Source: an optimization exercise on an open RTL-to-GDS flow (aim: small area). Production flows keep margins and buffers that such runs may drop. Function was checked by simulation only, so behaviour that the tests miss may differ from the original. No activity file was given, so power comes from the tool's default toggle rates. The flow treats the clock pin as an ideal source, which a real chip does not have.

`flow/config.mk`:
```
export PLATFORM = sky130hd
export DESIGN_NAME = vexec_unit
export DESIGN_NICKNAME = vexec_unit
export VERILOG_FILES = /design/flow/design.v
export SDC_FILE = /design/flow/constraint.sdc
export NUM_CORES = 4
export LEC_CHECK = 0
export CAP_MARGIN = 20
export CORE_MARGIN = 2
export CORE_UTILIZATION = 40
export SLEW_MARGIN = 20
```
`flow/constraint.sdc`:
```
create_clock -name core_clock -period 5.0 [get_ports {clk}]
set_input_delay 1.0000 -clock core_clock [delete_from_list [all_inputs] [get_ports {clk}]]
set_output_delay 1.0000 -clock core_clock [all_outputs]
set_load 0.01 [all_outputs]
```
`flow/design.v`:
```
`default_nettype none
package vexec_pkg;
   localparam int WORD_W  = 32;
   localparam int FIELD_W = 8;
   localparam int VPTR_W  = 5;
   typedef logic [WORD_W-1:0]  word_t;
   typedef logic [FIELD_W-1:0] reg_field_t;
   typedef enum logic [7:0] {
      NO_OP   = 8'd0,
      LV      = 8'd1,
      SV      = 8'd2,
      MTC1    = 8'd3,
      MFC1    = 8'd4,
      MOV_IMM = 8'd5
   } opcode_t;
   typedef enum logic {
      READ_REQ  = 1'b0,
      WRITE_REQ = 1'b1
   } access_t;
   typedef struct packed {
      logic       vld;
      opcode_t    op;
      reg_field_t reg1;
      reg_field_t reg2;
      reg_field_t reg3;
      word_t      imm;
   } dec_instr_t;
   typedef struct packed {
      logic              vld;
      access_t           access_type;
      word_t             access_length;
      logic [VPTR_W-1:0] vec_reg_ptr;
      word_t             addr;
   } ls_req_t;
   typedef struct packed {
      logic             en;
      logic [FIELD_W-1:0] addr;
      word_t            data;
   } sreg_wr_t;
endpackage
`default_nettype wire
`timescale 1ns/1ps
`default_nettype none
module instr_buffer
#(
   parameter int BUF_DEPTH = 4
) (
   input  wire   clk,
   input  wire   reset,
   input  wire   wr,
   input  vexec_pkg::word_t wr_data,
   output logic  full,
   input  wire   pop,
   output logic  empty,
   output vexec_pkg::word_t head
);
   localparam int PTR_W = $clog2(BUF_DEPTH);
   vexec_pkg::word_t            mem [BUF_DEPTH];
   logic [PTR_W-1:0] wr_ptr;
   logic [PTR_W-1:0] rd_ptr;
   logic [PTR_W:0]   count;
   logic             do_wr;
   logic             do_pop;
   assign full   = (count == BUF_DEPTH[PTR_W:0]);
   assign empty  = (count == '0);
   assign head   = mem[rd_ptr];
   assign do_wr  = wr && !full;
   assign do_pop = pop && !empty;
   always_ff @(posedge clk or negedge reset) begin
      if (!reset) begin
         wr_ptr <= '0;
         rd_ptr <= '0;
         count  <= '0;
      end else begin
         if (do_wr) begin
            wr_ptr <= wr_ptr + 1'b1;
         end
         if (do_pop) begin
            rd_ptr <= rd_ptr + 1'b1;
         end
         case ({do_wr, do_pop})
            2'b10:   count <= count + 1'b1;
            2'b01:   count <= count - 1'b1;
            default: count <= count;
         endcase
      end
   end
   always_ff @(posedge clk) begin
      if (do_wr) begin
         mem[wr_ptr] <= wr_data;
      end
   end
endmodule
`default_nettype wire
`timescale 1ns/1ps
`default_nettype none
module instr_decode
(
   input  wire        clk,
   input  wire        reset,
   input  wire        empty0,
   input  wire        empty1,
   input  vexec_pkg::word_t      head0,
   input  vexec_pkg::word_t      head1,
   output logic       pop0,
   output logic       pop1,
   input  wire        exec_ready,
   output vexec_pkg::dec_instr_t dec_instr
);
   vexec_pkg::dec_instr_t dec_q;
   logic       last_grant;
   logic       hdr_pend;
   logic       can_take;
   logic       grant0;
   logic       grant1;
   logic       do_pop;
   vexec_pkg::word_t      sel_word;
   vexec_pkg::opcode_t    sel_op;
   assign can_take = !dec_q.vld || exec_ready;
   always_comb begin
      grant0 = 1'b0;
      grant1 = 1'b0;
      if (!empty0 && (last_grant || empty1)) begin
         grant0 = 1'b1;
      end else if (!empty1) begin
         grant1 = 1'b1;
      end
   end
   assign pop0     = can_take && grant0;
   assign pop1     = can_take && grant1;
   assign do_pop   = pop0 || pop1;
   assign sel_word = pop1 ? head1 : head0;
   assign sel_op   = vexec_pkg::opcode_t'(sel_word[31:24]);
   always_ff @(posedge clk or negedge reset) begin
      if (!reset) begin
         dec_q      <= '0;
         hdr_pend   <= 1'b0;
         last_grant <= 1'b1;
      end else begin
         if (do_pop) begin
            last_grant <= pop1;
            if (hdr_pend) begin
               dec_q.imm <= sel_word;
               dec_q.vld <= 1'b1;
               hdr_pend  <= 1'b0;
            end else begin
               dec_q.op   <= sel_op;
               dec_q.reg1 <= sel_word[23:16];
               dec_q.reg2 <= sel_word[15:8];
               dec_q.reg3 <= sel_word[7:0];
               dec_q.imm  <= '0;
               dec_q.vld  <= (sel_op != vexec_pkg::MOV_IMM);
               hdr_pend   <= (sel_op == vexec_pkg::MOV_IMM);
            end
         end else if (dec_q.vld && exec_ready) begin
            dec_q.vld <= 1'b0;
         end
      end
   end
   assign dec_instr = dec_q;
endmodule
`default_nettype wire
`timescale 1ns/1ps
`default_nettype none
module vector_exec
(
   input  wire        clk,
   input  wire        reset,
   input  vexec_pkg::dec_instr_t dec_instr,
   output logic       exec_ready,
   output vexec_pkg::reg_field_t sreg_rd_addr,
   input  vexec_pkg::word_t      sreg_rd_data,
   output vexec_pkg::sreg_wr_t   sreg_wr,
   output vexec_pkg::ls_req_t    load_store_req,
   input  wire        load_store_busy
);
   vexec_pkg::ls_req_t ls_q;
   vexec_pkg::word_t   vec_len;
   logic    accept;
   assign exec_ready = !ls_q.vld;
   assign accept     = dec_instr.vld && exec_ready;
   always_comb begin
      case (dec_instr.op)
         vexec_pkg::LV, vexec_pkg::SV, vexec_pkg::MTC1: sreg_rd_addr = dec_instr.reg2;
         default:      sreg_rd_addr = '0;
      endcase
   end
   always_comb begin
      sreg_wr.en   = accept && ((dec_instr.op == vexec_pkg::MFC1) || (dec_instr.op == vexec_pkg::MOV_IMM));
      sreg_wr.addr = dec_instr.reg1;
      sreg_wr.data = (dec_instr.op == vexec_pkg::MFC1) ? vec_len : dec_instr.imm;
   end
   always_ff @(posedge clk or negedge reset) begin
      if (!reset) begin
         ls_q    <= '0;
         vec_len <= '0;
      end else if (ls_q.vld) begin
         if (!load_store_busy) begin
            ls_q <= '0;
         end
      end else if (accept) begin
         case (dec_instr.op)
            vexec_pkg::LV, vexec_pkg::SV: begin
               ls_q.vld           <= 1'b1;
               ls_q.access_type   <= (dec_instr.op == vexec_pkg::LV) ? vexec_pkg::READ_REQ : vexec_pkg::WRITE_REQ;
               ls_q.access_length <= vec_len;
               ls_q.vec_reg_ptr   <= dec_instr.reg1[vexec_pkg::VPTR_W-1:0];
               ls_q.addr          <= sreg_rd_data;
            end
            vexec_pkg::MTC1: begin
               vec_len <= sreg_rd_data;
            end
            default: begin
            end
         endcase
      end
   end
   assign load_store_req = ls_q;
endmodule
`default_nettype wire
`timescale 1ns/1ps
`default_nettype none
module scalar_reg_file
#(
   parameter int SCALAR_DEPTH = 16
) (
   input  wire        clk,
   input  wire        reset,
   input  vexec_pkg::reg_field_t rd_addr,
   output vexec_pkg::word_t      rd_data,
   input  vexec_pkg::sreg_wr_t   wr
);
   localparam int IDX_W = $clog2(SCALAR_DEPTH);
   vexec_pkg::word_t regs [SCALAR_DEPTH];
   assign rd_data = regs[rd_addr[IDX_W-1:0]];
   always_ff @(posedge clk or negedge reset) begin
      if (!reset) begin
         for (int i = 0; i < SCALAR_DEPTH; i++) begin
            regs[i] <= '0;
         end
      end else if (wr.en) begin
         regs[wr.addr[IDX_W-1:0]] <= wr.data;
      end
   end
endmodule
`default_nettype wire
`timescale 1ns/1ps
`default_nettype none
module vexec_unit
#(
   parameter int BUF_DEPTH    = 4,
   parameter int SCALAR_DEPTH = 16
) (
   input  wire         clk,
   input  wire         reset,
   input  wire         opcode_vld,
   input  wire  [31:0] opcode0,
   input  wire  [31:0] opcode1,
   output logic        inst_buff_full,
   output logic        ls_req_vld,
   output logic        ls_req_access_type,
   output logic [31:0] ls_req_access_length,
   output logic [4:0]  ls_req_vec_reg_ptr,
   output logic [31:0] ls_req_addr,
   input  wire         load_store_busy
);
   logic       full0;
   logic       full1;
   logic       empty0;
   logic       empty1;
   logic       pop0;
   logic       pop1;
   vexec_pkg::word_t      head0;
   vexec_pkg::word_t      head1;
   vexec_pkg::dec_instr_t dec_instr;
   logic       exec_ready;
   vexec_pkg::reg_field_t sreg_rd_addr;
   vexec_pkg::word_t      sreg_rd_data;
   vexec_pkg::sreg_wr_t   sreg_wr;
   vexec_pkg::ls_req_t    load_store_req;
   logic                  pair_wr;
   assign ls_req_vld           = load_store_req.vld;
   assign ls_req_access_type   = load_store_req.access_type;
   assign ls_req_access_length = load_store_req.access_length;
   assign ls_req_vec_reg_ptr   = load_store_req.vec_reg_ptr;
   assign ls_req_addr          = load_store_req.addr;
   assign inst_buff_full = full0 || full1;
   assign pair_wr        = opcode_vld && !inst_buff_full;
   instr_buffer #(.BUF_DEPTH(BUF_DEPTH)) buffer0 (
      .clk     (clk),
      .reset   (reset),
      .wr      (pair_wr),
      .wr_data (opcode0),
      .full    (full0),
      .pop     (pop0),
      .empty   (empty0),
      .head    (head0)
   );
   instr_buffer #(.BUF_DEPTH(BUF_DEPTH)) buffer1 (
      .clk     (clk),
      .reset   (reset),
      .wr      (pair_wr),
      .wr_data (opcode1),
      .full    (full1),
      .pop     (pop1),
      .empty   (empty1),
      .head    (head1)
   );
   instr_decode u_decode (
      .clk        (clk),
      .reset      (reset),
      .empty0     (empty0),
      .empty1     (empty1),
      .head0      (head0),
      .head1      (head1),
      .pop0       (pop0),
      .pop1       (pop1),
      .exec_ready (exec_ready),
      .dec_instr  (dec_instr)
   );
   vector_exec u_exec (
      .clk             (clk),
      .reset           (reset),
      .dec_instr       (dec_instr),
      .exec_ready      (exec_ready),
      .sreg_rd_addr    (sreg_rd_addr),
      .sreg_rd_data    (sreg_rd_data),
      .sreg_wr         (sreg_wr),
      .load_store_req  (load_store_req),
      .load_store_busy (load_store_busy)
   );
   scalar_reg_file #(.SCALAR_DEPTH(SCALAR_DEPTH)) u_sregs (
      .clk     (clk),
      .reset   (reset),
      .rd_addr (sreg_rd_addr),
      .rd_data (sreg_rd_data),
      .wr      (sreg_wr)
   );
endmodule
`default_nettype wire
```
`flow/run.sh`:
```
#!/bin/bash
# synth_recipe.tcl (not shown) runs the flow's synth.tcl, then flattens the netlist and writes it again
# the make line also repeats each setting of config.mk as NAME=value (left out here)
make -C /OpenROAD-flow-scripts/flow DESIGN_CONFIG=/design/flow/config.mk WORK_HOME=/design/flow/orfs CLKGATE_MAP_FILE= SYNTH_SCRIPT=/design/flow/synth_recipe.tcl finish
```
==> results.toml, run 1 <==
[status]
outcome = "complete, no violations"

[cts]
root_buffer = "clkbuf_16"
cts-resized-gates = 0
cts_buffer_depth = 3
clock-sinks = 937
numCtsBuffers = 98
clk_pin_slew_ns = 0.06
clock_latency_ns = 0.68
cts_tree = "done"
cts_max_level = 3
cts_setup_buffers = 0
cts_hold_buffers = 0

[drt]
num_vias = 26000
routed_wl_um = 110000
drc_errors = 0
wire_per_inst_um = 23.5
first_pass_iters = 7
drt_first_iter_violations = 2245
viasPerCell = 5.55
ant_nets = 0

[floorplanning]
boundaryPins = 140
dieArea_mm2 = 0.0989
initial_core_util_pct = 40.5
die_x_um = 315
chipHeight_um = 315
core-area_mm2 = 0.0953
num_rows = 113

[sta]
worst_slew_pin_slew_ns = 1.13
clock-skew-final_ns = 0.0352
fin_setup_tns_ns = 0
setup_viol = 0
rsz0062_at_grt = "false"
fin_crit_sh_pct = 72.8
hold_viol = 0
fmax_mhz = 275
fin_crit_ns = 3.64
maxSlewHeadroom_pct = 22.9
slew_violations = 0

[critical_path]
cp.arrival_ns = 4.17
crit_family = "simple AND/OR/NAND/NOR gates"
timing.critical_path.cells = "or4_1 -> nor4b_4 -> and4b_1 -> nand4b_4 -> o21ai_0"
path_class = "flop to flop"
cp_max_fo = 64
end_kind = "flop"
crit_path_max_incr_delay_ns = 0.87
reg2reg_from = "u_decode.dec_q[62]$_DFFE_PN0P_"
r2r-end = "u_sregs.regs[14][22]$_DFFE_PN0P_"
r2r_cells = 5
start_kind = "flop"
reg2reg_slack_ns = 1.36
required_ns = 5.53
path_buf_inv = 0
slowest_stage = "nand4b_4"

[logic_synthesis]
synthArstFlopShare_pct = 72.7
synth_nets = 3342
ys_ff_latch = 937
ys_seq_area_share_pct = 64.1
synth_top_area_cell = "dfrtp_1"
ys_types = 73
synth_top_area_share_pct = 44.1
synth_edf_count = 256
syn_avg_cell_area_um2 = 11.8
yosysWarnings = 5
syn_area_mm2 = 0.0386
ys.flop_type = "dfrtp_1"
synthCells = 3262
synth.area.top_cells = "dfrtp_1, edfxtp_1, o21ai_0"

[grt]
grt.total_usage_pct = 22.4
grt_pass1_wl_um = 167000
antenna_found_initial = 0
grt_max_degree = 123
grt_pass1_vias = 25900
grt_overflow = 0

[place]
dpl.hpwl_um = 67700
place.gp.congestion = 0.780
port_buffers = 139

[layout]
drive_above_1_share_pct = 12.1
antenna_cells = 0
nNetsFinal = 3413
postLayoutCoreUtil_pct = 46.9
area_growth_pct = 16.0

[worst_hold_path]
hp-class = "primary input to async pin"

[pwr]
vdd_ir_drop_max_uv = 290
leakage_nw = 18.1
powerDensity_mw_per_mm2 = 494

[job]
drv_cap = 0
-- metrics by stage --
step | hold slack, ns | setup slack, ns | area [µm²] | instances | power [mW]
after global placement | 0.456 | 1.51 | 41400 | 4498 | 14.8
final | 0.381 | 1.36 | 44700 | 4681 | 22.1
after floorplan | 0.442 | 2.20 | 38600 | 3262 | 12.5
after detailed placement | 0.465 | 1.40 | 41400 | 4498 | 14.8
after global routing | 0.427 | 1.05 | 44700 | 4681 | 23.0
after CTS | 0.375 | 1.40 | 44700 | 4681 | 22.3
-- report_power, final --
part | internal, mW | total (mW) | switching [mW] | leakage (nW)
sequential | 8.82 | 9.63 | 0.806 | 11.7
clock | 4.26 | 7.44 | 3.18 | 1.63
combinational | 1.87 | 5.04 | 3.17 | 4.75
total | 15.0 | 22.1 | 7.16 | 18.1
-- worst register-to-register path: stages, from the launching register on --
cell and delay, ns:
dfrtp_1 0.37, or4_1 0.71, nor4b_4 0.45, and4b_1 0.58, nand4b_4 0.87, o21ai_0 0.53
-- per-layer routing --
metal / part of all wire (%) / up-vias / global-route usage [%]
li1: - / 11900 / -
met1: 44 / 13100 / 31.4
met2: 47 / 803 / 35.6
met3: 6.6 / 162 / 4.29
met4: 2.2 / 0 / 6.19
met5: 0 / - / 0
-- worst max-delay path by stage --
| stage | from | end | slack [ns] | cells after the start |
|---|---|---|---|---|
| after floorplan | buffer0.count[2]$_DFFE_PN0P_ | buffer1.count[2]$_DFFE_PN0P_ | 2.20 | 11 |
| after global placement | u_decode.dec_q[62]$_DFFE_PN0P_ | u_sregs.regs[14][12]$_DFFE_PN0P_ | 1.51 | 6 |
| after detailed placement | u_decode.dec_q[62]$_DFFE_PN0P_ | u_sregs.regs[14][30]$_DFFE_PN0P_ | 1.40 | 5 |
| after CTS | u_decode.dec_q[62]$_DFFE_PN0P_ | u_sregs.regs[14][22]$_DFFE_PN0P_ | 1.40 | 5 |
| after global routing | u_decode.dec_q[62]$_DFFE_PN0P_ | u_sregs.regs[14][30]$_DFFE_PN0P_ | 1.05 | 5 |
| final | u_decode.dec_q[62]$_DFFE_PN0P_ | u_sregs.regs[14][22]$_DFFE_PN0P_ | 1.36 | 5 |
-- cell usage after synthesis, types with 8 or more instances --
library cell	n
nor2_1	203
mux4_2	70
o221ai_1	29
a22oi_1	94
buf_4	14
nor3_1	10
nor2b_1	9
a21o_1	14
a21oi_1	172
o22ai_1	15
edfxtp_1	256
or2_2	16
a211oi_1	14
and3_1	13
xnor2_1	8
clkbuf_1	197
mux2i_1	136
nand3_1	24
o21ai_0	454
a22o_1	64
dfrtp_1	680
a221oi_1	11
inv_1	19
o21ai_1	42
buf_1	21
buf_2	26
mux2_2	13
nand2_1	506
ha_1	10
-- registers in the layout (all words and copies together) (netlist names), 2 cells and up --
register / count
u_sregs.regs: 512
buffer0.rd_ptr: 2
buffer0.mem: 128
buffer0.wr_ptr: 2
buffer1.wr_ptr: 2
u_exec.vec_len: 32
buffer1.mem: 128
u_decode.dec_q: 50
buffer1.count: 3
buffer1.rd_ptr: 2
u_exec.ls_q: 71
buffer0.count: 3
-- final cells by class --
type / count / area [µm²]
Fill cell: 8737 / 50600
Sequential cell: 937 / 24700
Multi-Input combinational cell: 2043 / 12800
Clock buffer: 131 / 2750
Timing Repair Buffer: 232 / 2170
Tap cell: 1265 / 1580
Clock inverter: 52 / 573
Inverter: 21 / 78.8
-- logic make-up (layout without fill, tap and decap cells) --
kind of cell	Yosys count	after routing	share of synthesized area [%]
buffers and inverters	282	436	3.02
xor gates and xnor gates	13	13	0.295
and+or+nand+nor	844	844	9.42
muxes	219	219	8.00
AOI/OAI and AO/OA	955	955	14.7
adders and majority gates	12	12	0.428
DFF	937	937	64.1
-- cells in the final DEF, fill, tap and decap left out, drive strengths merged, types with 6 or more instances in the layout --
cell / Yosys / routed
nor2: 203 / 203
nand2: 506 / 506
a221oi: 11 / 11
edfxtp: 256 / 256
nand3: 30 / 30
nor3: 10 / 10
xnor2: 8 / 8
or2: 16 / 16
and3b: 7 / 7
clkbuf: 197 / 131
inv: 19 / 22
a211oi: 14 / 14
a22o: 64 / 64
o22ai: 15 / 15
and3: 13 / 13
mux4: 70 / 70
clkdlybuf4s50: 0 / 138
and2: 7 / 7
dfrtp: 680 / 680
a21o: 14 / 14
nor2b: 9 / 9
buf: 64 / 94
nand3b: 6 / 6
clkinv: 2 / 40
o221ai: 29 / 29
bufinv: 0 / 7
ha: 10 / 10
mux2: 13 / 13
o21ai: 496 / 496
a22oi: 94 / 94
nand4: 9 / 9
a21oi: 172 / 172
mux2i: 136 / 136
a2111oi: 7 / 7
==> run 2: changes to the inputs <==
==> flow/design.v (replaced) <==
`timescale 1ns/1ps
`default_nettype none
module vexec_unit
(
   input  wire         clk,
   input  wire         reset,
   input  wire         opcode_vld,
   input  wire  [31:0] opcode0,
   input  wire  [31:0] opcode1,
   output logic        inst_buff_full,
   output logic        ls_req_vld,
   output logic        ls_req_access_type,
   output logic [31:0] ls_req_access_length,
   output logic [4:0]  ls_req_vec_reg_ptr,
   output logic [31:0] ls_req_addr,
   input  wire         load_store_busy
);
   logic [31:0] ring [16];
   logic [31:0] vec_len;
   logic [31:0] addr_q;
   logic [3:0]  cnt;
   logic        clr;
   logic        phase;
   logic        pend;
   logic [3:0]  pdst;
   logic        rq;
   logic [31:0] w;
   logic [7:0]  op;
   logic        is_ls;
   logic        is_mtc;
   logic        is_mfc;
   logic        is_mov;
   logic [3:0]  idx;
   logic        match;
   logic        active;
   logic        done;
   logic        wr_imm;
   logic        wr_vl;
   logic        issue;
   logic        ld_vl;
   logic [31:0] rin;
   assign w      = phase ? opcode1 : opcode0;
   assign op     = w[31:24];
   assign is_ls  = (op == 8'd1) || (op == 8'd2);
   assign is_mtc = (op == 8'd3);
   assign is_mfc = (op == 8'd4);
   assign is_mov = (op == 8'd5);
   assign idx    = pend ? pdst : (is_mfc ? w[19:16] : w[11:8]);
   assign match  = (cnt == idx);
   assign active = opcode_vld && !clr;
   always_comb begin
      if (pend) begin
         done = match;
      end else if (is_ls) begin
         done = rq && !load_store_busy;
      end else if (is_mtc || is_mfc) begin
         done = match;
      end else begin
         done = 1'b1;
      end
      done = done && active;
   end
   assign wr_imm = active && pend && match;
   assign wr_vl  = clr || (active && !pend && is_mfc && match);
   assign issue  = active && !pend && is_ls && !rq && match;
   assign ld_vl  = active && !pend && is_mtc && match;
   assign rin    = wr_imm ? w : (wr_vl ? vec_len : ring[0]);
   assign inst_buff_full = !(phase && done);
   always_ff @(posedge clk) begin
      for (int i = 0; i < 15; i++) begin
         ring[i] <= ring[i+1];
      end
      ring[15] <= rin;
      if (issue) begin
         addr_q <= ring[0];
      end
   end
   always_ff @(posedge clk or negedge reset) begin
      if (!reset) begin
         cnt     <= '0;
         clr     <= 1'b1;
         phase   <= 1'b0;
         pend    <= 1'b0;
         pdst    <= '0;
         rq      <= 1'b0;
         vec_len <= '0;
      end else begin
         cnt <= cnt + 1'b1;
         if (cnt == 4'd15) begin
            clr <= 1'b0;
         end
         if (done) begin
            phase <= !phase;
         end
         if (ld_vl) begin
            vec_len <= ring[0];
         end
         if (active) begin
            if (pend) begin
               if (match) begin
                  pend <= 1'b0;
               end
            end else if (is_mov) begin
               pend <= 1'b1;
               pdst <= w[19:16];
            end
         end
         if (issue) begin
            rq <= 1'b1;
         end else if (rq && !load_store_busy) begin
            rq <= 1'b0;
         end
      end
   end
   assign ls_req_vld           = rq;
   assign ls_req_access_type   = w[25];
   assign ls_req_access_length = vec_len;
   assign ls_req_vec_reg_ptr   = w[20:16];
   assign ls_req_addr          = addr_q;
endmodule
`default_nettype wire
==> results.toml, run 2 <==
[sta]
clock-skew-final_ns = 0.0136
worst_slew_pin_slew_ns = 0.721
fin_crit_sh_pct = 97.0
fin_crit_ns = 4.85
fin_setup_tns_ns = 0
whs_ns = 0.318
slew_violations = 0
hold_viol = 0
setup_ws_ns = 0.152
rsz0062_at_grt = "false"
fmax_mhz = 206
setup_viol = 0
maxSlewHeadroom_pct = 51.6

[grt]
antenna_found_initial = 0
grt-busiest-layer = "met2"
grt_util_met2_pct = 20.5
grt_use_met3_pct = 4.38
grt_overflow = 0
grt_max_degree = 45
grt_pass1_vias = 6434
grt_pass1_wl_um = 35700
grt.total_usage_pct = 12.9
met1_usage_pct = 16.1

[place]
port_buffers = 139
place_area_mm2 = 0.0164
dpl.hpwl_um = 15200
pre_cts_ws_ns = -0.0364
place.gp.congestion = 0.755

[layout]
regMostFlops = "ring"
nNetsFinal = 1072
antenna_cells = 0
reg.largest.list = "ring x512, addr_q x32, vec_len x32"
drive_above_1_share_pct = 16.3
final-seq-area_mm2 = 0.0123
postLayoutCoreUtil_pct = 51.2
layout_commonest_cell = "dfxtp_1"
largest_reg_flops = 512
area_growth_pct = 26.9
mostFrequentLayoutCells = "dfxtp_1, clkdlybuf4s50_1, mux2i_1"
stdcell_area_mm2 = 0.0181
multi_input_area_mm2 = 0.00187
filler_cell_count = 2933

[critical_path]
path_buf_inv = 2
reg2reg_slack_ns = 1.21
crit_path_max_incr_delay_ns = 0.53
reg2reg_from = "phase$_DFFE_PN0P_"
r2r_cells = 10
start_kind = "primary input"
slowest_stage = "or4_1"
crit_family = "simple AND/OR/NAND/NOR gates"
required_ns = 4.00
r2r-end = "ring[15][27]$_DFF_P_"
end_kind = "primary output"
timing.critical_path.cells = "clkdlybuf4s50_1 -> nor4_2 -> o22ai_2 -> o211a_1 -> or4_1 -> a211oi_2 -> and2_1 -> o221a_2 -> nand2_1 -> dlygate4sd2_1"
cp_max_fo = 4
path_class = "primary input to primary output"
cp.arrival_ns = 3.85

[cts]
cts_hold_buffers = 0
cts_buffer_depth = 3
cts_max_level = 2
numCtsBuffers = 55
clock-sinks = 588
cts_setup_buffers = 0
clock_latency_ns = 0.58
cts_tree = "done"
clk_pin_slew_ns = 0.06
root_buffer = "clkbuf_16"

[floorplanning]
core-area_mm2 = 0.0354
dieArea_mm2 = 0.0372
num_rows = 69
die_x_um = 193
boundaryPins = 140
chipHeight_um = 193
initial_core_util_pct = 40.3

[logic_synthesis]
synth_nets = 869
synth_commonest_cells = "dfxtp_1, mux2i_1, mux2_2"
ys_seq_area_share_pct = 86.2
synth.area.top_cells = "dfxtp_1, dfrtp_1, edfxtp_1"
syn_avg_cell_area_um2 = 17.8
synth_edf_count = 32
ys_ff_latch = 588
yosysWarnings = 2
ys_types = 43
synthCells = 800
synthArstFlopShare_pct = 7.48
yosysMostFrequentCell = "dfxtp_1"
syn_area_mm2 = 0.0143
synth_top_area_cell = "dfxtp_1"
ys.flop_type = "dfxtp_1"
synth_top_area_share_pct = 71.8

[drt]
routed_wl_um = 23300
drt_first_iter_violations = 244
first_pass_iters = 4
ant_nets = 0
wire_per_inst_um = 15.5
drc_errors = 0
viasPerCell = 4.19
num_vias = 6326

[pwr]
powerDensity_mw_per_mm2 = 510
vdd_ir_drop_max_uv = 297
leakage_nw = 7.44

[job]
drv_cap = 0

[worst_hold_path]
hold_path_depth = 0
hold-path-endpoint = "ring[0][8]$_DFF_P_"
hp-class = "flop to flop"
hold_start = "ring[1][8]$_DFF_P_"

[status]
outcome = "complete, no violations"
run 2: through the flow:
step / std cells / total power, mW
global route: 1509 / 9.60
detailed placement: 1407 / 5.43
CTS: 1509 / 9.36
floorplan: 800 / 5.18
global placement: 1407 / 5.42
finish: 1509 / 9.24
run 2: how the worst max path moves through the flow:
stage                start             endpoint  slack [ns]  cells past startpoint
6_report       opcode0[27]       inst_buff_full        0.15                     10
5_1_grt        opcode0[27]       inst_buff_full        0.04                     10
4_1_cts        opcode0[27]       inst_buff_full        0.20                     10
3_5_place_dp   opcode0[27]       inst_buff_full       -0.04                     10
3_3_place_gp   opcode0[27]       inst_buff_full        0.04                     10
2_1_floorplan  opcode0[25]  addr_q[0]$_DFFE_PP_        0.46                      9
run 2: cell type report:
cell class / count / share of cell area, %
Multi-Input combinational cell: 191 / 10.3
Timing Repair Buffer: 163 / 8.78
Inverter: 4 / 0.0828
Clock inverter: 19 / 0.828
Sequential cell: 588 / 68.0
Clock buffer: 83 / 8.84
Tap cell: 461 / 3.18
run 2: worst reg2reg max path, cell delays in order (launching register included):
cell and delay [ns]:
dfrtp_2 0.73, nor3b_1 0.34, o22ai_2 0.18, o211a_1 0.26, or4_1 0.53, a211oi_2 0.31, and2_1 0.20, buf_4 0.13
and3_2 0.31, buf_12 0.24, mux2i_1 0.41
run 2: routing by layer:
metal	share of wire (%)	routed length, µm	up-vias
met3	5.5	1280	51
li1	-	-	3096
met5	0	0	-
met2	47	11000	107
met4	3.1	721	0
met1	44	10400	3072
run 2: power by group:
part | switching (mW) | internal, mW
clock | 1.64 | 2.27
combinational | 0.231 | 0.253
sequential | 0.0595 | 4.79
total | 1.93 | 7.31
run 2: logic make-up after synthesis:
kind of cell	count (synthesis)	share of synthesized area, %
flip-flops	588	86.2
multiplexers	132	9.78
AND/OR/NAND/NOR	36	1.59
buffers and inverters	21	0.920
AO/OA/AOI/OAI	18	1.13
XOR/XNOR	4	0.245
adder cells (fa/ha/maj)	1	0.0876
run 2: timing repair:
item | 4_1_cts | 5_1_grt
setup endpoints to repair | 1 | 1
gates cloned | 0 | 0
gates resized for setup | 3 | 1
==> run 3: changes to the inputs <==
--- a/flow/design.v
+++ b/flow/design.v
@@ -18,5 +18,4 @@
    logic [31:0] ring [16];
    logic [31:0] vec_len;
-   logic [31:0] addr_q;
    logic [3:0]  cnt;
    logic        clr;
@@ -24,5 +23,4 @@
    logic        pend;
    logic [3:0]  pdst;
-   logic        rq;
    logic [31:0] w;
    logic [7:0]  op;
@@ -37,5 +35,4 @@
    logic        wr_imm;
    logic        wr_vl;
-   logic        issue;
    logic        ld_vl;
    logic [31:0] rin;
@@ -53,5 +50,5 @@
          done = match;
       end else if (is_ls) begin
-         done = rq && !load_store_busy;
+         done = match && !load_store_busy;
       end else if (is_mtc || is_mfc) begin
          done = match;
@@ -63,5 +60,4 @@
    assign wr_imm = active && pend && match;
    assign wr_vl  = clr || (active && !pend && is_mfc && match);
-   assign issue  = active && !pend && is_ls && !rq && match;
    assign ld_vl  = active && !pend && is_mtc && match;
    assign rin    = wr_imm ? w : (wr_vl ? vec_len : ring[0]);
@@ -72,7 +68,4 @@
       end
       ring[15] <= rin;
-      if (issue) begin
-         addr_q <= ring[0];
-      end
    end
    always_ff @(posedge clk or negedge reset) begin
@@ -83,5 +76,4 @@
          pend    <= 1'b0;
          pdst    <= '0;
-         rq      <= 1'b0;
          vec_len <= '0;
       end else begin
@@ -106,16 +98,11 @@
             end
          end
-         if (issue) begin
-            rq <= 1'b1;
-         end else if (rq && !load_store_busy) begin
-            rq <= 1'b0;
-         end
       end
    end
-   assign ls_req_vld           = rq;
+   assign ls_req_vld           = active && !pend && is_ls && match && !load_store_busy;
    assign ls_req_access_type   = w[25];
    assign ls_req_access_length = vec_len;
    assign ls_req_vec_reg_ptr   = w[20:16];
-   assign ls_req_addr          = addr_q;
+   assign ls_req_addr          = ring[0];
 endmodule
 `default_nettype wire
--- a/flow/config.mk
+++ b/flow/config.mk
@@ -9,3 +9,4 @@
 export CORE_MARGIN = 2
 export CORE_UTILIZATION = 40
+export CTS_BUF_LIST = sky130_fd_sc_hd__clkbuf_4
 export SLEW_MARGIN = 20
==> results.toml, run 3 <==
[status]
outcome = "complete, no violations"

[critical_path]
end_kind = "primary output"
cp.arrival_ns = 3.92
required_ns = 4.00
slowest_stage = "or4b_4"
start_kind = "primary input"
path_buf_inv = 3
cp_max_fo = 4
crit_path_start = "opcode1[28]"
crit_family = "buffers and inverters"
crit_path_max_incr_delay_ns = 0.58
crit_top_cell = "clkdlybuf4s50_1"
timing.critical_path.cells = "clkdlybuf4s50_1 -> or4b_4 -> o22a_4 -> o22ai_2 -> o2111ai_2 -> and4_4 -> o21ai_0 -> a21oi_1 -> buf_4 -> nand2_1 -> clkdlybuf4s50_1"
reg2reg_from = "phase$_DFFE_PN0P_"
path_class = "primary input to primary output"

[sta]
fin_crit_sh_pct = 98.5
whs_ns = 0.289
setup_viol = 0
clock-skew-final_ns = 0.0398
setup_ws_ns = 0.0750
fin_crit_ns = 4.92
hold_viol = 0
slew_violations = 0
fmax_mhz = 203
maxSlewHeadroom_pct = 52.6
worst_slew_pin_slew_ns = 0.711

[logic_synthesis]
synth_commonest_cells = "dfxtp_1, dfrtp_1, mux2_2"
synthCells = 822
syn_area_mm2 = 0.0133
synth_nets = 891
ys_types = 44
synth_edf_count = 0
ys_seq_area_share_pct = 85.4
synthArstFlopShare_pct = 7.75
ys_ff_latch = 555
synth_top_area_cell = "dfxtp_1"
synth.area.top_cells = "dfxtp_1, dfrtp_1, mux2_2"
yosysMostFrequentCell = "dfxtp_1"
ys.flop_type = "dfxtp_1"
synth_top_area_share_pct = 77.3
syn_avg_cell_area_um2 = 16.1
yosysWarnings = 2

[floorplanning]
die_x_um = 186
initial_core_util_pct = 40.7
num_rows = 66
chipHeight_um = 186
boundaryPins = 140
core-area_mm2 = 0.0326
dieArea_mm2 = 0.0346

[cts]
cts_max_level = 4
clock-sinks = 555
clk_pin_slew_ns = 0.06
root_buffer = "clkbuf_4"
numCtsBuffers = 136
cts_hold_buffers = 0
clock_latency_ns = 0.75
cts_tree = "done"
cts_buffer_depth = 3

[pwr]
finalPower_mw = 8.76
p_switching_mw = 1.96
p_comb_share_pct = 6.9
powerDensity_mw_per_mm2 = 509
leakage_nw = 7.26
p_sw_share_pct = 22.3
clockPowerShare_pct = 41.3
intPower_mw = 6.80
seq_power_share_pct = 51.8
vdd_ir_drop_max_uv = 225

[place]
pre_cts_ws_ns = -0.0849
dpl.hpwl_um = 14400
port_buffers = 139
place.gp.congestion = 0.780

[drt]
viasPerCell = 4.23
first_pass_iters = 5
wire_per_inst_um = 14.4
routed_wl_um = 23800
ant_nets = 0
drc_errors = 0
num_vias = 6976
drt_first_iter_violations = 297

[layout]
largest_reg_flops = 512
reg.largest.list = "ring x512, vec_len x32"
nNetsFinal = 1178
filler_cell_count = 2795
mostFrequentLayoutCells = "dfxtp_1, clkbuf_4, clkdlybuf4s50_1"
layout_commonest_cell = "dfxtp_1"
drive_above_1_share_pct = 25.7
regMostFlops = "ring"
area_growth_pct = 29.7

[grt]
antenna_found_initial = 4
grt_pass1_wl_um = 36900
grt_overflow = 0
grt_pass1_vias = 7152
grt.total_usage_pct = 14.3
grt_max_degree = 44

[worst_hold_path]
hold_start = "ring[3][17]$_DFF_P_"
hp-class = "flop to flop"

[job]
drv_cap = 0
## run 3: cell count changes after synthesis, sizes merged, moves of 7 or more
cell	delta
nand3	+31
nor4	-8
nor2	+9
nand2	+28
edfxtp	-32
a21oi	+7
mux2i	-45
mux2	-12
o211ai	+22
clkbuf	+7
## run 3: layout make-up
type	count	area, µm²	share of cell area, %
clock inverters	35	233	1.35
clock buffers	202	1520	8.81
repair buffers	172	1660	9.66
inverters	3	11.3	0.0654
flip-flops and latches	555	11300	65.8
diodes	1	2.50	0.0145
well taps	442	553	3.21
multi-input cells	241	1900	11.0
## run 3: power by group through the flow
stage	combinational (mW)	sequential [mW]	clock (mW)
finish	0.602	4.53	3.62
global route	0.645	4.54	4.03
CTS	0.591	4.53	3.79
detailed placement	0.507	4.66	0
global placement	0.504	4.66	0
floorplan	0.282	4.60	0
## run 3: cell families (layout without fill, tap and decap cells)
kind of cell | after synthesis | after routing | share of synthesized area [%]
other | 0 | 1 | 0
xor gates and xnor gates | 8 | 8 | 0.528
and+or+nand+nor | 106 | 106 | 4.06
DFF | 555 | 555 | 85.4
muxes | 75 | 75 | 6.05
buffers and inverters | 26 | 412 | 0.971
AOI/OAI and AO/OA | 51 | 51 | 2.90
adders and majority gates | 1 | 1 | 0.0943
## run 3: final timing paths
kind / to / slack [ns] / depth (start not counted)
worst max-delay path: inst_buff_full / 0.08 / 11
min in group asynchronous: vec_len[0]$_DFFE_PN0P_ / 0.39 / 2
worst max register to register: ring[15][13]$_DFF_P_ / 1.64 / 10
max in group asynchronous: phase$_DFFE_PN0P_ / 4.06 / 2
worst min register to register: ring[2][17]$_DFF_P_ / 0.29 / 0
worst min-delay path: ring[2][17]$_DFF_P_ / 0.29 / 0
## run 3: stage by stage
step,TNS (ns),instances,util [%],area [µm²]
floorplan,0,822,-,13300
global route,-0.0373,1651,52.8,17200
finish,0,1651,52.8,17200
detailed placement,-0.0849,1406,47.0,15300
CTS,0,1650,52.6,17100
global placement,0,1406,47.0,15300
## run 3: what timing repair did
item | CTS | global route
buffers inserted | 7 | 0
endpoints found under the setup margin | 2 | 2
gates resized for setup | 5 | 13
pin swaps | 2 | 2
## run 3: layer usage
metal  track usage, %  vias to the layer above  part of all wire [%]
met5                0                        -                 0.055
met4             6.49                        2                   1.5
met3             5.81                       35                   5.4
met2             21.0                      179                    45
met1             18.5                     3339                    48
li1                 -                     3421                     -
## run 3: worst reg2reg max path: stages (launching register included)
cell and delay (ns):
dfrtp_4 0.56, or4_4 0.60, o22a_4 0.27, o22ai_2 0.22, o2111ai_2 0.17, and4_4 0.24, buf_4 0.14, nand2_2 0.41
buf_4 0.35, nand3_1 0.11, o211ai_1 0.17
==> run 4: changes to the inputs <==
--- a/flow/config.mk
+++ b/flow/config.mk
@@ -8,5 +8,5 @@
 export CAP_MARGIN = 20
 export CORE_MARGIN = 2
-export CORE_UTILIZATION = 40
-export CTS_BUF_LIST = sky130_fd_sc_hd__clkbuf_4
+export CORE_UTILIZATION = 60
+export CTS_BUF_LIST = sky130_fd_sc_hd__clkbuf_2 sky130_fd_sc_hd__clkbuf_4 sky130_fd_sc_hd__clkbuf_8
 export SLEW_MARGIN = 20
==> results.toml, run 4 <==
[logic_synthesis]
yosysWarnings = 2
yosysMostFrequentCell = "dfxtp_1"
synth-simple-area-share_pct = 4.06
synth_compound_area_share_pct = 2.90
synth_top_area_share_pct = 77.3
ys_types = 44
synth_top_family_by_area = "multiplexers"
synthMuxAreaShare_pct = 6.05
ys_ff_latch = 555
synth_commonest_cells = "dfxtp_1, dfrtp_1, mux2_2"
synth.area.top_cells = "dfxtp_1, dfrtp_1, mux2_2"
synth_xor_xnor_area_share_pct = 0.528
syn_area_mm2 = 0.0133
synth_nets = 891
ys.flop_type = "dfxtp_1"
synth_top_area_cell = "dfxtp_1"
syn_avg_cell_area_um2 = 16.1
synthCells = 822
synth_edf_count = 0
synth_fa_ha_area_share_pct = 0.0943
synthArstFlopShare_pct = 7.75
ys_seq_area_share_pct = 85.4

[cts]
numCtsBuffers = 78
clock_latency_ns = 0.57
clk_pin_slew_ns = 0.06
cts_buffer_depth = 3
cts_max_level = 3
root_buffer = "clkbuf_8"
clock-sinks = 555
cts_tree = "done"
cts_hold_buffers = 0

[sta]
worst_slew_pin_slew_ns = 0.704
hold_viol = 0
setup_viol = 0
fmax_mhz = 205
fin_crit_ns = 4.88
rsz0062_at_grt = "false"
setup_ws_ns = 0.116
clock-skew-final_ns = 0.0175
whs_ns = 0.318
fin_setup_tns_ns = 0
slew_violations = 0
maxSlewHeadroom_pct = 52.9
fin_crit_sh_pct = 97.7

[critical_path]
crit_top_cell = "clkdlybuf4s50_1"
crit_family = "compound AO/OA/AOI/OAI gates"
timing.critical_path.cells = "clkdlybuf4s50_1 -> or4b_4 -> o22a_1 -> o22ai_1 -> o2111ai_1 -> and4_4 -> o21ai_1 -> a21oi_2 -> nand2_1 -> clkdlybuf4s50_1"
cp.arrival_ns = 3.88
crit_path_max_incr_delay_ns = 0.59
path_buf_inv = 2
required_ns = 4.00
r2r_cells = 10
start_kind = "primary input"
slowest_stage = "or4b_4"
end_kind = "primary output"
cp_max_fo = 4
worstSetupPathDepth = 10
path_class = "primary input to primary output"

[place]
dpl.hpwl_um = 13700
place_area_mm2 = 0.0150
port_buffers = 139
pre_cts_ws_ns = -0.0877
place.gp.congestion = 0.813
placedCellCount = 1233

[layout]
nNetsFinal = 1103
antenna_cells = 0
largest_reg_flops = 512
regMostFlops = "ring"
mostFrequentLayoutCells = "dfxtp_1, clkdlybuf4s50_1, clkbuf_8"
drive_above_1_share_pct = 19.3
reg.largest.list = "ring x512, vec_len x32"
final_cells = 1374
stdcell_area_mm2 = 0.0168
layout_commonest_cell = "dfxtp_1"
area_growth_pct = 26.3

[grt]
grt_max_degree = 44
antenna_found_initial = 0
grt_use_met3_pct = 5.38
grt_pass1_wl_um = 35700
met1_usage_pct = 25.3
grt_util_met2_pct = 30.4
grt.total_usage_pct = 19.5
grt_pass1_vias = 7009
grt-busiest-layer = "met2"
grt_overflow = 0

[drt]
drt_first_iter_violations = 295
drc_errors = 0
routed_wl_um = 22600
wire_per_inst_um = 16.4
num_vias = 6561
viasPerCell = 4.78
ant_nets = 0
first_pass_iters = 4

[job]
drv_cap = 0

[worst_hold_path]
hold_path_depth = 0
hp-class = "flop to flop"

[pwr]
leakage_nw = 7.00
powerDensity_mw_per_mm2 = 513
vdd_ir_drop_max_uv = 342

[floorplanning]
dieArea_mm2 = 0.0233
die_x_um = 153
boundaryPins = 140
chipHeight_um = 153
num_rows = 54
core-area_mm2 = 0.0218
initial_core_util_pct = 61.0

[status]
outcome = "complete, no violations"
==> run 4: worst paths after layout <==
kind                                     start  slack (ns)                 endpoint
setup reg to reg             phase$_DFFE_PN0P_        1.39     ring[15][13]$_DFF_P_
setup / recovery                   opcode1[29]        0.12           inst_buff_full
hold reg to reg            ring[4][23]$_DFF_P_        0.32      ring[3][23]$_DFF_P_
min in group asynchronous                reset        0.47  vec_len[28]$_DFFE_PN0P_
max in group asynchronous                reset        4.01        phase$_DFFE_PN0P_
hold / removal             ring[4][23]$_DFF_P_        0.32      ring[3][23]$_DFF_P_
==> run 4: routing by layer <==
layer | routed length [µm] | vias to the layer above
met5 | 0 | -
met4 | 806 | 0
met3 | 1190 | 63
met1 | 10100 | 3111
li1 | - | 3192
met2 | 10500 | 195
==> run 4: cell type report <==
class                   count  area, µm²
clock inverters            13        105
clock buffers             127       1580
inverters                   3       11.3
well taps                 280        350
fillers                  1316       5000
flip-flops and latches    555      11300
repair buffers            154       1520
multi-input cells         242       1870
==> run 4: worst reg2reg max path, cell delays in order (launching register included) <==
cell	delay (ns)
dfrtp_4	0.64
or4_4	0.66
o22a_1	0.32
o22ai_1	0.22
o2111ai_1	0.15
and4_4	0.24
buf_4	0.15
nand2_2	0.52
buf_4	0.38
nand3_1	0.11
o211ai_1	0.13
==> run 4: kinds of logic (layout without fill, tap and decap cells) <==
group	after synthesis	count (layout)
adder cells (fa/ha/maj)	1	1
multiplexers	75	75
buffers and inverters	26	297
XOR/XNOR	8	8
AO/OA/AOI/OAI	51	52
AND/OR/NAND/NOR	106	106
flip-flops	555	555
==> run 4: report_power, final <==
group          internal, mW  total, mW  switching (mW)
Combinational         0.238      0.468           0.230
Sequential             4.49       4.56          0.0687
Clock                  2.05       3.57            1.52
==> run 4: what timing repair did <==
item,CTS,global route
buffers inserted,0,0
endpoints found under the setup margin,1,2
pin swaps,1,0
resized for setup,2,8
gates cloned,1,0
==> run 4: metrics by stage <==
stage / power, mW / util, %
floorplan: 4.89 / -
global placement: 5.09 / 69.1
detailed placement: 5.11 / 69.1
CTS: 8.70 / 76.9
global route: 8.93 / 77.0
finish: 8.60 / 77.0
==> run 5: changes to the inputs <==
==> flow/flow/run.sh (new file) <==
#!/bin/bash
# Standard ORFS layout with two changes: ports are buffered with the
# smallest buffer, and CTS clusters more sinks per buffer without dummy loads.
set -euo pipefail
bash standard.sh \
  "BUFFER_PORTS_ARGS=-buffer_cell sky130_fd_sc_hd__buf_1" \
  "CTS_ARGS=-sink_clustering_enable -repair_clock_nets -dont_use_dummy_load -sink_clustering_size 30 -sink_clustering_max_diameter 80 -buf_list {sky130_fd_sc_hd__clkbuf_8 sky130_fd_sc_hd__clkbuf_16}" \
  finish > standard_flow.log 2>&1
==> flow/standard.sh (new file) <==
#!/bin/bash
# synth_recipe.tcl (not shown) runs the flow's synth.tcl, then flattens the netlist and writes it again
# the make line also repeats each setting of config.mk as NAME=value (left out here)
make -C /OpenROAD-flow-scripts/flow DESIGN_CONFIG=/design/flow/config.mk WORK_HOME=/design/flow/orfs CLKGATE_MAP_FILE= SYNTH_SCRIPT=/design/flow/synth_recipe.tcl "${@:-finish}"
--- a/flow/config.mk
+++ b/flow/config.mk
@@ -8,5 +8,4 @@
 export CAP_MARGIN = 20
 export CORE_MARGIN = 2
-export CORE_UTILIZATION = 60
-export CTS_BUF_LIST = sky130_fd_sc_hd__clkbuf_2 sky130_fd_sc_hd__clkbuf_4 sky130_fd_sc_hd__clkbuf_8
+export CORE_UTILIZATION = 65
 export SLEW_MARGIN = 20
removed: flow/run.sh
==> results.toml, run 5 <==
[sta]
worst_slew_pin_slew_ns = 0.755
whs_ns = 0.287
fin_crit_ns = 4.83
fmax_mhz = 207
clock-skew-final_ns = 0.0549
setup_viol = 0
fin_setup_tns_ns = 0
fin_crit_sh_pct = 96.5
rsz0062_at_grt = "false"
hold_viol = 0
slew_violations = 0
maxSlewHeadroom_pct = 49.5

[layout]
area_growth_pct = 10.5
layout_commonest_cell = "dfxtp_1"
largest_reg_flops = 512
reg.largest.list = "ring x512, vec_len x32"
nNetsFinal = 1040
regMostFlops = "ring"
antenna_cells = 0
mostFrequentLayoutCells = "dfxtp_1, buf_1, dfrtp_1"
drive_above_1_share_pct = 8.26
postLayoutCoreUtil_pct = 72.9

[floorplanning]
num_rows = 52
chipHeight_um = 147
boundaryPins = 140
dieArea_mm2 = 0.0216
initial_core_util_pct = 66.0
core-area_mm2 = 0.0201
die_x_um = 147

[critical_path]
reg2reg_from = "phase$_DFFE_PN0P_"
r2r-end = "vec_len[10]$_DFFE_PN0P_"
crit_path_start = "phase$_DFFE_PN0P_"
reg2reg_slack_ns = 1.03
start_kind = "flop"
required_ns = 4.00
cp.arrival_ns = 3.83
r2r_cells = 8
end_kind = "primary output"
critPathCapture = "inst_buff_full"
path_class = "flop to primary output"
cp_max_fo = 21

[logic_synthesis]
synth_top_area_cell = "dfxtp_1"
synth_commonest_cells = "dfxtp_1, dfrtp_1, mux2_2"
ys.flop_type = "dfxtp_1"
syn_area_mm2 = 0.0133
synth_top_area_share_pct = 77.3
synth.area.top_cells = "dfxtp_1, dfrtp_1, mux2_2"
syn_avg_cell_area_um2 = 16.1
synthArstFlopShare_pct = 7.75
ys_ff_latch = 555
synth_nets = 891
yosysWarnings = 2
ys_seq_area_share_pct = 85.4
synthCells = 822
ys_types = 44
synth_edf_count = 0
yosysMostFrequentCell = "dfxtp_1"

[grt]
antenna_found_initial = 0
grt.total_usage_pct = 19.5
grt_pass1_wl_um = 33000
grt_overflow = 0
grt_max_degree = 44
grt_pass1_vias = 6343

[drt]
drc_errors = 0
num_vias = 6183
viasPerCell = 4.99
drt_first_iter_violations = 365
first_pass_iters = 4
ant_nets = 0
routed_wl_um = 21200
wire_per_inst_um = 17.1

[pwr]
vdd_ir_drop_max_uv = 317
powerDensity_mw_per_mm2 = 472
leakage_nw = 5.98

[cts]
cts_setup_buffers = 0
cts_hold_buffers = 0
root_buffer = "clkbuf_16"
cts-resized-gates = 0
cts_buffer_depth = 3
cts_tree = "done"
cts_max_level = 1
numCtsBuffers = 22
clock-sinks = 555
clock_latency_ns = 0.54
clk_pin_slew_ns = 0.11

[worst_hold_path]
hp-class = "flop to flop"

[job]
drv_cap = 0

[place]
port_buffers = 139
place.gp.congestion = 0.925
dpl.hpwl_um = 13600

[status]
outcome = "complete, no violations"
-- run 5: cell counts after synthesis --
Identical to the previous run, type by type.
-- run 5: power breakdown --
group,total [mW],switching (mW),leakage (nW),internal [mW]
logic,0.386,0.224,1.00,0.162
clock network,1.97,1.18,0.271,0.795
registers,4.56,0.0701,4.71,4.49
total,6.92,1.47,5.98,5.44
-- run 5: cells by family after synthesis --
| family | count (synthesis) | share of synthesized area, % |
|---|---|---|
| flip-flops | 555 | 85.4 |
| AND/OR/NAND/NOR | 106 | 4.06 |
| multiplexers | 75 | 6.05 |
| AO/OA/AOI/OAI | 51 | 2.90 |
| buffers and inverters | 26 | 0.971 |
| adder cells (fa/ha/maj) | 1 | 0.0943 |
| XOR/XNOR | 8 | 0.528 |
-- run 5: area by class of cell --
| type | count | area, µm² |
|---|---|---|
| well taps | 270 | 338 |
| multi-input cells | 241 | 1820 |
| flip-flops and latches | 555 | 11300 |
| clock buffers | 22 | 551 |
| repair buffers | 148 | 603 |
| fillers | 1334 | 5450 |
| inverters | 3 | 11.3 |
-- run 5: worst min path at each step --
stage	to	slack (ns)	start	cells past startpoint
2_1_floorplan	ring[0][0]$_DFF_P_	0.31	ring[1][0]$_DFF_P_	0
3_3_place_gp	ring[14][18]$_DFF_P_	0.31	ring[15][18]$_DFF_P_	0
3_5_place_dp	ring[0][0]$_DFF_P_	0.31	ring[1][0]$_DFF_P_	0
4_1_cts	ring[10][31]$_DFF_P_	0.29	ring[11][31]$_DFF_P_	0
5_1_grt	ring[7][30]$_DFF_P_	0.30	ring[8][30]$_DFF_P_	0
6_report	ring[10][31]$_DFF_P_	0.29	ring[11][31]$_DFF_P_	0
-- run 5: critical path, stage by stage (launching register included) --
cell       delay [ns]
dfrtp_2          0.66
nor4b_1          0.75
o211a_1          0.43
nand3_1          0.17
o2111ai_1        0.18
and4_1           0.38
o21ai_0          0.13
a21oi_1          0.27
nand2_1          0.13
buf_1            0.17
-- run 5: metrics by stage --
stage / setup slack (ns) / power, mW / instances / instance area (µm²)
finish: 0.174 / 6.92 / 1239 / 14700
global route: 0.0667 / 7.14 / 1239 / 14700
CTS: 0.245 / 6.96 / 1239 / 14700
detailed placement: 0.509 / 5.04 / 1217 / 14100
global placement: 0.630 / 5.02 / 1217 / 14100
floorplan: 1.08 / 4.89 / 822 / 13300
-- run 5: metal layers --
metal | share of wire (%) | up-vias | GRT usage [%] | routed length, µm
li1 | - | 2992 | - | -
met1 | 48 | 2972 | 28.9 | 10100
met2 | 45 | 174 | 30.7 | 9470
met3 | 5.5 | 45 | 2.95 | 1160
met4 | 2.2 | 0 | 5.29 | 463
met5 | 0 | - | 0 | 0
==> run 6: changes to the inputs <==
--- a/flow/design.v
+++ b/flow/design.v
@@ -18,4 +18,5 @@
    logic [31:0] ring [16];
    logic [31:0] vec_len;
+   logic [31:0] addr_q;
    logic [3:0]  cnt;
    logic        clr;
@@ -23,4 +24,5 @@
    logic        pend;
    logic [3:0]  pdst;
+   logic        rq;
    logic [31:0] w;
    logic [7:0]  op;
@@ -35,4 +37,5 @@
    logic        wr_imm;
    logic        wr_vl;
+   logic        issue;
    logic        ld_vl;
    logic [31:0] rin;
@@ -50,5 +53,5 @@
          done = match;
       end else if (is_ls) begin
-         done = match && !load_store_busy;
+         done = rq && !load_store_busy;
       end else if (is_mtc || is_mfc) begin
          done = match;
@@ -60,4 +63,5 @@
    assign wr_imm = active && pend && match;
    assign wr_vl  = clr || (active && !pend && is_mfc && match);
+   assign issue  = active && !pend && is_ls && !rq && match;
    assign ld_vl  = active && !pend && is_mtc && match;
    assign rin    = wr_imm ? w : (wr_vl ? vec_len : ring[0]);
@@ -68,4 +72,7 @@
       end
       ring[15] <= rin;
+      if (issue) begin
+         addr_q <= ring[0];
+      end
    end
    always_ff @(posedge clk or negedge reset) begin
@@ -76,4 +83,5 @@
          pend    <= 1'b0;
          pdst    <= '0;
+         rq      <= 1'b0;
          vec_len <= '0;
       end else begin
@@ -98,11 +106,16 @@
             end
          end
+         if (issue) begin
+            rq <= 1'b1;
+         end else if (rq && !load_store_busy) begin
+            rq <= 1'b0;
+         end
       end
    end
-   assign ls_req_vld           = active && !pend && is_ls && match && !load_store_busy;
+   assign ls_req_vld           = rq;
    assign ls_req_access_type   = w[25];
    assign ls_req_access_length = vec_len;
    assign ls_req_vec_reg_ptr   = w[20:16];
-   assign ls_req_addr          = ring[0];
+   assign ls_req_addr          = addr_q;
 endmodule
 `default_nettype wire
==> results.toml, run 6 <==
[floorplanning]
die_x_um = 152
boundaryPins = 140
num_rows = 54
core-area_mm2 = 0.0217
chipHeight_um = 152
initial_core_util_pct = 65.8
dieArea_mm2 = 0.0232

[sta]
hold_viol = 0
fin_crit_ns = 4.60
fmax_mhz = 217
setup_viol = 0
worst_slew_pin_slew_ns = 0.710
clock-skew-final_ns = 0.0125
rsz0062_at_grt = "false"
fin_crit_sh_pct = 92.0
setup_ws_ns = 0.402
fin_setup_tns_ns = 0
maxSlewHeadroom_pct = 52.6
slew_violations = 0

[drt]
met1_length_um = 9880
viasPerCell = 4.95
wire_per_inst_um = 17.4
num_vias = 6118
met2_length_um = 10500
dr_wl_met3_um = 709
routed_wl_um = 21600
first_pass_iters = 5
ant_nets = 0
top_layer = "met4"
drc_errors = 0
drt_first_iter_violations = 203

[worst_hold_path]
hp-class = "flop to flop"
hold_start = "ring[12][30]$_DFF_P_"
hold_path_depth = 0
hold-path-endpoint = "ring[11][30]$_DFF_P_"

[layout]
largest_reg_flops = 512
mostFrequentLayoutCells = "dfxtp_1, buf_1, mux2i_1"
area_growth_pct = 10.3
antenna_cells = 0
regMostFlops = "ring"
drive_above_1_share_pct = 9.93
stdcell_area_mm2 = 0.0157
postLayoutCoreUtil_pct = 72.6
layout_commonest_cell = "dfxtp_1"
nNetsFinal = 1028
reg.largest.list = "ring x512, addr_q x32, vec_len x32"

[cts]
cts_tree = "done"
clock-sinks = 588
root_buffer = "clkbuf_16"
clk_pin_slew_ns = 0.10
cts_max_level = 1
numCtsBuffers = 23
cts_buffer_depth = 3
clock_latency_ns = 0.53
cts_hold_buffers = 0

[critical_path]
required_ns = 4.00
timing.critical_path.cells = "nor4_1 -> o22ai_1 -> buf_4 -> nor4_1 -> or4_1 -> a211oi_2 -> and2_1 -> o221a_2 -> nand2_1 -> buf_1"
r2r_cells = 10
cp_max_fo = 21
path_class = "flop to primary output"
reg2reg_from = "phase$_DFFE_PN0P_"
start_kind = "flop"
cp.arrival_ns = 3.60
r2r-end = "ring[15][7]$_DFF_P_"
reg2reg_slack_ns = 1.13
crit_top_cell = "nor4_1"
crit_family = "simple AND/OR/NAND/NOR gates"
slowest_stage = "dfrtp_2"
path_buf_inv = 2
crit_path_max_incr_delay_ns = 0.73
end_kind = "primary output"

[logic_synthesis]
ys_ff_latch = 588
synthCells = 800
yosysMostFrequentCell = "dfxtp_1"
synth_commonest_cells = "dfxtp_1, mux2i_1, mux2_2"
yosysWarnings = 2
synth_nets = 869
syn_avg_cell_area_um2 = 17.8
synth_edf_count = 32
ys.flop_type = "dfxtp_1"
synthArstFlopShare_pct = 7.48
synth_top_area_cell = "dfxtp_1"
syn_area_mm2 = 0.0143
synth_top_area_share_pct = 71.8
ys_seq_area_share_pct = 86.2
synth.area.top_cells = "dfxtp_1, dfrtp_1, edfxtp_1"
ys_types = 43

[grt]
antenna_found_initial = 0
grt_pass1_wl_um = 34500
grt_overflow = 0
grt_pass1_vias = 6339
grt.total_usage_pct = 18.8
grt_max_degree = 45

[place]
place.gp.congestion = 0.793
place_area_mm2 = 0.0152
port_buffers = 139
pre_cts_ws_ns = 0.508
dpl.hpwl_um = 13500

[pwr]
seq_power_share_pct = 66.3
clockPowerShare_pct = 28.4
powerDensity_mw_per_mm2 = 464
p_comb_share_pct = 5.3
vdd_ir_drop_max_uv = 342
leakage_nw = 6.41
intPower_mw = 5.78
p_sw_share_pct = 20.8
p_switching_mw = 1.52

[job]
drv_cap = 0

[status]
outcome = "complete, no violations"
[run 6: cell types whose count changed in the layout (fill, tap and decap cells not counted), sizes merged, moves of 9 or more]
cell / change
mux2: +12
edfxtp: +32
nand2: -28
nor2: -9
mux2i: +45
nand3: -31
o211ai: -22
[run 6: cell type report]
| type | instances | area (µm²) |
|---|---|---|
| flip-flops and latches | 588 | 12300 |
| fillers | 1342 | 5950 |
| multi-input cells | 191 | 1860 |
| repair buffers | 151 | 626 |
| clock buffers | 23 | 576 |
| well taps | 280 | 350 |
| inverters | 4 | 15.0 |
[run 6: worst max-delay path by stage]
stage                                 start             endpoint  slack, ns  depth (start not counted)
after floorplan                 opcode0[25]  addr_q[0]$_DFFE_PP_       0.46                          9
after global placement          opcode0[27]       inst_buff_full       0.65                         11
after detailed placement        opcode0[27]       inst_buff_full       0.51                         11
after CTS                 phase$_DFFE_PN0P_       inst_buff_full       0.28                         10
after global routing      phase$_DFFE_PN0P_       inst_buff_full       0.07                         10
final                     phase$_DFFE_PN0P_       inst_buff_full       0.40                         10
[run 6: worst register-to-register path: cells and delay by family, from the launching register on]
kind                   cells  cell delay (ns)
buffers and inverters      2             0.55
AOI/OAI and AO/OA          2             0.72
DFF                        1             0.73
muxes                      1             0.20
and+or+nand+nor            5             1.63
[run 6: cells by family (layout without fill, tap and decap cells)]
kind of cell    Yosys count  count (layout)  share of synthesized area, %
xor+xnor                  4               4                         0.245
fa+ha+maj                 1               1                        0.0876
compound gates           18              18                          1.13
simple gates             36              36                          1.59
mux                     132             132                          9.78
buf+inv                  21             178                         0.920
flops                   588             588                          86.2
[run 6: through the flow]
| stage | instances | hold slack [ns] | total power [mW] |
|---|---|---|---|
| 6_report | 1237 | 0.325 | 7.30 |
| 5_1_grt | 1237 | 0.327 | 7.55 |
| 4_1_cts | 1237 | 0.327 | 7.34 |
| 3_5_place_dp | 1214 | 0.312 | 5.33 |
| 3_3_place_gp | 1214 | 0.310 | 5.32 |
| 2_1_floorplan | 800 | 0.310 | 5.18 |
[run 6: power by group through the flow]
stage                     Clock, mW  Combinational (mW)  Sequential (mW)
after CTS                      2.11               0.387             4.84
after floorplan                   0               0.280             4.90
after detailed placement          0               0.385             4.95
final                          2.07               0.388             4.84
after global routing           2.28               0.417             4.85
after global placement            0               0.373             4.94
[run 6: timing repair]
| action | in CTS | in global routing |
|---|---|---|
| buffers inserted | 0 | 0 |
| setup endpoints to repair | 0 | 1 |
| gates resized for setup | 0 | 1 |
[run 6: metal layers]
metal | global-route usage, % | vias up
met5 | 0 | -
met4 | 5.83 | 0
met3 | 2.99 | 45
met2 | 31.6 | 120
met1 | 25.5 | 2995
li1 | - | 2958
==> run 7: changes to the inputs <==
--- a/flow/design.v
+++ b/flow/design.v
@@ -18,5 +18,4 @@
    logic [31:0] ring [16];
    logic [31:0] vec_len;
-   logic [31:0] addr_q;
    logic [3:0]  cnt;
    logic        clr;
@@ -24,5 +23,4 @@
    logic        pend;
    logic [3:0]  pdst;
-   logic        rq;
    logic [31:0] w;
    logic [7:0]  op;
@@ -37,5 +35,4 @@
    logic        wr_imm;
    logic        wr_vl;
-   logic        issue;
    logic        ld_vl;
    logic [31:0] rin;
@@ -53,5 +50,5 @@
          done = match;
       end else if (is_ls) begin
-         done = rq && !load_store_busy;
+         done = match && !load_store_busy;
       end else if (is_mtc || is_mfc) begin
          done = match;
@@ -62,8 +59,10 @@
    end
    assign wr_imm = active && pend && match;
-   assign wr_vl  = clr || (active && !pend && is_mfc && match);
-   assign issue  = active && !pend && is_ls && !rq && match;
+   assign wr_vl  = active && !pend && is_mfc && match;
    assign ld_vl  = active && !pend && is_mtc && match;
-   assign rin    = wr_imm ? w : (wr_vl ? vec_len : ring[0]);
+   assign rin    = ({32{wr_imm && !phase}} & opcode0)
+                 | ({32{wr_imm &&  phase}} & opcode1)
+                 | ({32{wr_vl}}            & vec_len)
+                 | ({32{!clr && !wr_imm && !wr_vl}} & ring[0]);
    assign inst_buff_full = !(phase && done);
    always_ff @(posedge clk) begin
@@ -72,6 +71,9 @@
       end
       ring[15] <= rin;
-      if (issue) begin
-         addr_q <= ring[0];
+      if (ld_vl || clr) begin
+         vec_len <= rin;
+      end
+      if (active && !pend && is_mov) begin
+         pdst <= w[19:16];
       end
    end
@@ -82,7 +84,4 @@
          phase   <= 1'b0;
          pend    <= 1'b0;
-         pdst    <= '0;
-         rq      <= 1'b0;
-         vec_len <= '0;
       end else begin
          cnt <= cnt + 1'b1;
@@ -93,7 +92,4 @@
             phase <= !phase;
          end
-         if (ld_vl) begin
-            vec_len <= ring[0];
-         end
          if (active) begin
             if (pend) begin
@@ -103,19 +99,13 @@
             end else if (is_mov) begin
                pend <= 1'b1;
-               pdst <= w[19:16];
             end
-         end
-         if (issue) begin
-            rq <= 1'b1;
-         end else if (rq && !load_store_busy) begin
-            rq <= 1'b0;
          end
       end
    end
-   assign ls_req_vld           = rq;
+   assign ls_req_vld           = active && !pend && is_ls && match && !load_store_busy;
    assign ls_req_access_type   = w[25];
    assign ls_req_access_length = vec_len;
    assign ls_req_vec_reg_ptr   = w[20:16];
-   assign ls_req_addr          = addr_q;
+   assign ls_req_addr          = ring[0];
 endmodule
 `default_nettype wire
==> results.toml, run 7 <==
[logic_synthesis]
synth_top_area_cell = "dfxtp_1"
synth_commonest_cells = "dfxtp_1, edfxtp_1, a221o_1"
syn_avg_cell_area_um2 = 17.5
synth_xor_xnor_area_share_pct = 0.262
synthCells = 761
synth_edf_count = 36
synth-simple-area-share_pct = 4.92
synth_top_area_share_pct = 76.8
synth.area.top_cells = "dfxtp_1, edfxtp_1, a221o_1"
synth_nets = 830
ys_ff_latch = 555
synth_top_family_by_area = "simple AND/OR/NAND/NOR gates"
synthArstFlopShare_pct = 1.26
ys_seq_area_share_pct = 86.2
synthMuxAreaShare_pct = 3.17
yosysMostFrequentCell = "dfxtp_1"
ys_types = 62
synth_compound_area_share_pct = 3.46
syn_area_mm2 = 0.0133
yosysWarnings = 2
ys.flop_type = "dfxtp_1"
synth_fa_ha_area_share_pct = 0.0937

[drt]
ant_nets = 0
viasPerCell = 5.05
num_vias = 5917
wire_per_inst_um = 17.6
routed_wl_um = 20600
drt_first_iter_violations = 374
first_pass_iters = 7
drc_errors = 0

[layout]
nNetsFinal = 973
final_cells = 1172
stdcell_area_mm2 = 0.0146
regMostFlops = "ring"
antenna_cells = 0
drive_above_1_share_pct = 10.5
mostFrequentLayoutCells = "dfxtp_1, buf_1, edfxtp_1"
area_growth_pct = 9.10
largest_reg_flops = 512
postLayoutCoreUtil_pct = 72.2
reg.largest.list = "ring x512, vec_len x32"
layout_commonest_cell = "dfxtp_1"

[critical_path]
cp_max_fo = 27
path_class = "flop to primary output"
cp.arrival_ns = 3.48
start_kind = "flop"
end_kind = "primary output"
required_ns = 4.00
reg2reg_slack_ns = 1.17

[cts]
clock_latency_ns = 0.53
cts-resized-gates = 0
root_buffer = "clkbuf_16"
cts_setup_buffers = 0
clk_pin_slew_ns = 0.11
cts_hold_buffers = 0
clock-sinks = 555
cts_tree = "done"
cts_buffer_depth = 3
cts_max_level = 1
numCtsBuffers = 22

[sta]
hold_viol = 0
fin_setup_tns_ns = 0
slew_violations = 0
clock-skew-final_ns = 0.0431
fin_crit_ns = 4.48
whs_ns = 0.290
setup_ws_ns = 0.524
maxSlewHeadroom_pct = 24.7
rsz0062_at_grt = "false"
fmax_mhz = 223
setup_viol = 0
worst_slew_pin_slew_ns = 1.12
fin_crit_sh_pct = 89.5

[floorplanning]
chipHeight_um = 147
boundaryPins = 140
dieArea_mm2 = 0.0217
num_rows = 52
die_x_um = 147
initial_core_util_pct = 66.2
core-area_mm2 = 0.0202

[place]
pre_cts_ws_ns = 0.927
place_area_mm2 = 0.0140
place.gp.congestion = 0.800
port_buffers = 139
placedCellCount = 1150
dpl.hpwl_um = 12800

[pwr]
powerDensity_mw_per_mm2 = 481
vdd_ir_drop_max_uv = 312
finalPower_mw = 7.01
leakage_nw = 5.63

[job]
drv_cap = 0

[worst_hold_path]
hp-class = "flop to flop"

[grt]
grt_max_degree = 33
grt.total_usage_pct = 18.8
grt_overflow = 0
grt_pass1_wl_um = 32200
grt_pass1_vias = 6091
antenna_found_initial = 0

[status]
outcome = "complete, no violations"
## run 7: changes by cell type in the layout (fill, tap and decap cells not counted), sizes merged, moves of 5 or more
cell / before / now
or3: 0 / 5
mux2: 54 / 30
nand4: 0 / 5
buf: 150 / 142
nand3: 2 / 11
and3: 1 / 30
mux2i: 78 / 3
nor4: 9 / 4
o211a: 5 / 0
dfrtp: 43 / 6
a221o: 0 / 30
## run 7: final timing paths
check,start,end,cells after the start
max in group asynchronous,reset,clr$_DFFE_PN1N_,1
min in group asynchronous,reset,phase$_DFFE_PN0P_,1
setup / recovery,phase$_DFFE_PN0P_,inst_buff_full,8
hold / removal,ring[6][23]$_DFF_P_,ring[5][23]$_DFF_P_,0
setup reg to reg,phase$_DFFE_PN0P_,vec_len[20]$_DFFE_PP_,7
hold reg to reg,ring[6][23]$_DFF_P_,ring[5][23]$_DFF_P_,0
## run 7: power breakdown
group | leakage (nW) | switching (mW) | internal (mW) | total, mW
Sequential | 4.47 | 0.0803 | 4.52 | 4.60
Clock | 0.271 | 1.18 | 0.795 | 1.97
Combinational | 0.889 | 0.231 | 0.213 | 0.444
Total | 5.63 | 1.49 | 5.52 | 7.01
## run 7: metal layers
layer	part of all wire [%]	vias to the layer above	GRT usage [%]
met1	47	2847	26.8
met2	46	179	30.2
met3	5.3	50	2.83
li1	-	2841	-
met4	2.5	0	6.01
met5	0	-	0
## run 7: kinds of logic after synthesis
group           after synthesis
flops                       555
fa+ha+maj                     1
compound gates               51
xor+xnor                      4
simple gates                 90
mux                          33
buf+inv                      27
## run 7: area by class of cell
type	count	area (µm²)
fillers	1326	5610
repair buffers	142	544
flip-flops and latches	555	11500
clock buffers	22	551
inverters	4	15.0
multi-input cells	179	1610
well taps	270	338
## run 7: critical path, cell delays in order (launching register included)
cell,delay [ns]
dfrtp_2,0.89
mux2_4,0.38
or3_1,0.33
a211o_1,0.33
nand4_2,0.11
nand4_2,0.28
o21ai_0,0.28
nand3_1,0.14
buf_1,0.19

Check on run 7: ideal ports give 0.524 ns setup slack; a clkbuf_16 on the clock port and buf_2 on the inputs give 0.478 ns; moving port delays by the midpoint clock arrival (0.558 ns) as well gives 0.865 ns.
